Context: an optimization exercise on an open-source flow, tuned for small area. The choices shown serve that exercise and are no tape-out recipe.
The RTL was checked by simulation tests, not by an equivalence proof against the original design.
No activity file was given, so power comes from the tool's default toggle rates.

==> flow/design.v <==
module wb_regfile_aoi3 (
  input  logic [2:0] d,
  input  logic [2:0] s,
  output logic       y
);
  assign y = ~|(d & s);
endmodule
module wb_regfile_comb11 (
  input  logic [10:0] z,
  output logic        y
);
  assign y = ~&z[3:0] | ~&z[7:4] | ~&z[10:8];
endmodule
module wb_regfile_aosel (
  input  logic [32:0] d,
  input  logic [32:0] s,
  output logic        y
);
  logic [10:0] z;
  for (genvar g = 0; g < 11; g++) begin : g_aoi
    wb_regfile_aoi3 u_a (.d(d[3*g +: 3]), .s(s[3*g +: 3]), .y(z[g]));
  end
  wb_regfile_comb11 u_c (.z(z), .y(y));
endmodule
module wb_regfile (
  input  logic        clk,
  input  logic        rst,
  input  logic        RegWrite,
  input  logic        MemToReg,
  input  logic [31:0] MemAddr,
  input  logic [31:0] MemReadData,
  input  logic [4:0]  RdAddr,
  input  logic [4:0]  RsAddr,
  input  logic [4:0]  RtAddr,
  output logic [31:0] RsData,
  output logic [31:0] RtData,
  output logic [31:0] WbData,
  output logic        WbCommit,
  output logic [31:0] CommitCount,
  output logic [31:0] WrittenMask
);
  logic [31:0] regs [1:31];
  logic [31:1] we;
  logic        byp_s, byp_t;
  logic [31:1] sel_s, sel_t;
  logic [32:0] ones;
  assign WbData   = MemToReg ? MemReadData : MemAddr;
  assign WbCommit = RegWrite && (RdAddr != '0);
  assign byp_s = WbCommit && (RsAddr == RdAddr);
  assign byp_t = WbCommit && (RtAddr == RdAddr);
  for (genvar i = 1; i < 32; i++) begin : g_dec
    assign we[i]    = RegWrite && (RdAddr == i);
    assign sel_s[i] = (RsAddr == i) && WrittenMask[i] && !we[i];
    assign sel_t[i] = (RtAddr == i) && WrittenMask[i] && !we[i];
  end
  for (genvar b = 0; b < 32; b++) begin : g_rd
    logic [32:0] col;
    assign col[0] = MemAddr[b];
    assign col[1] = MemReadData[b];
    for (genvar i = 1; i < 32; i++) begin : g_col
      assign col[i+1] = regs[i][b];
    end
    wb_regfile_aosel u_s (.d(col), .s({sel_s, byp_s && MemToReg, byp_s && !MemToReg}), .y(RsData[b]));
    wb_regfile_aosel u_t (.d(col), .s({sel_t, byp_t && MemToReg, byp_t && !MemToReg}), .y(RtData[b]));
  end
  for (genvar i = 1; i < 32; i++) begin : g_reg
    always_ff @(posedge clk) begin
      if (we[i]) regs[i] <= WbData;
    end
  end
  assign ones[0] = 1'b1;
  for (genvar i = 0; i < 32; i++) begin : g_cnt
    assign ones[i+1] = ones[i] & CommitCount[i];
  end
  always_ff @(posedge clk) begin
    if (rst) begin
      CommitCount <= '0;
      WrittenMask <= '0;
    end else begin
      CommitCount <= CommitCount ^ (ones[31:0] & {32{WbCommit}});
      WrittenMask <= WrittenMask | {we, 1'b0};
    end
  end
endmodule
export LEC_CHECK = 0
export CAP_MARGIN = 20
export CORE_MARGIN = 2
export CORE_UTILIZATION = 60
export PLACE_DENSITY = 0.75
export SLEW_MARGIN = 20
export SYNTH_HIERARCHICAL = 1
export SYNTH_MINIMUM_KEEP_SIZE = 0
create_clock -name core_clock -period 6.0 [get_ports {clk}]
standard.sh (not shown) runs the stock make flow with config.mk's settings and CLKGATE_MAP_FILE= SYNTH_SCRIPT=/design/flow/synth_recipe.tcl, a recipe that flattens the netlist after the stock synthesis.
==> flow/flow/run.sh <==
#!/bin/bash
# The standard layout (standard.sh), with two settings changed:
#  - ports are buffered with buf_1 instead of ORFS's default pick, a slow
#    clkdlybuf4s50 delay cell;
#  - clock tree: clkbuf_16 only, sink clusters of up to 30 flops within
#    80 um, and no dummy loads.
# ORFS writes each step's full log under orfs/logs/; make's output goes to
# standard.log.
set -euo pipefail
export BUFFER_PORTS_ARGS="-buffer_cell sky130_fd_sc_hd__buf_1"
export CTS_ARGS="-sink_clustering_enable -repair_clock_nets -dont_use_dummy_load -buf_list sky130_fd_sc_hd__clkbuf_16 -sink_clustering_size 30 -sink_clustering_max_diameter 80"
bash ./standard.sh > standard.log 2>&1
The starting point finished with timing, DRC and antenna clean.
Edit:
CORE_UTILIZATION = 50   (was 60)
PLACE_DENSITY = 0.6   (was 0.75)
Effect: The changed run passed the timing, design-rule and antenna checks. Worst hold slack is better by 0.011 ns. Total power climbs by 1.4%. Flip-flop and latch count is unchanged. Sequential share of layout area drops by 0.54 points. Worst setup slack is worse by 0.16 ns. Non-clock buffer count climbs by 22. Maximum frequency drops by 2.8%. Die area climbs by 20%. Synthesized cell count stays the same. Core utilization drops by 11 points.

==> what the ideal ports hide <==
How much do the figures lean on ideal ports? The routed layouts below were timed once more, with nothing changed but the port constraints. Step 1 (the two cells are an assumption about what drives the block):
set clk [get_ports {clk}]
set_driving_cell -lib_cell sky130_fd_sc_hd__clkbuf_16 $clk
set_driving_cell -lib_cell sky130_fd_sc_hd__buf_2 [delete_from_list [all_inputs] $clk]
Step 2 also shifts input and output timing later by t, the mid clock arrival at the registers, as if the neighbouring blocks saw the same clock. Three values: ideal ports, drivers, drivers and shift; two values: the first two.
run | shift t [ns] | setup WS [ns] | worst data-port slew with drivers (ns)
the first run | 0.687 | 0.272 / 0.234 / 0.234 | 0.23
the second run | 0.698 | 0.107 / 0.067 / 0.067 | 0.23
After both steps setup and hold are still met in every run listed. For the second run, which loses most, drivers alone change the setup slack by -0.040 ns; drivers and shift together by -0.040 ns.
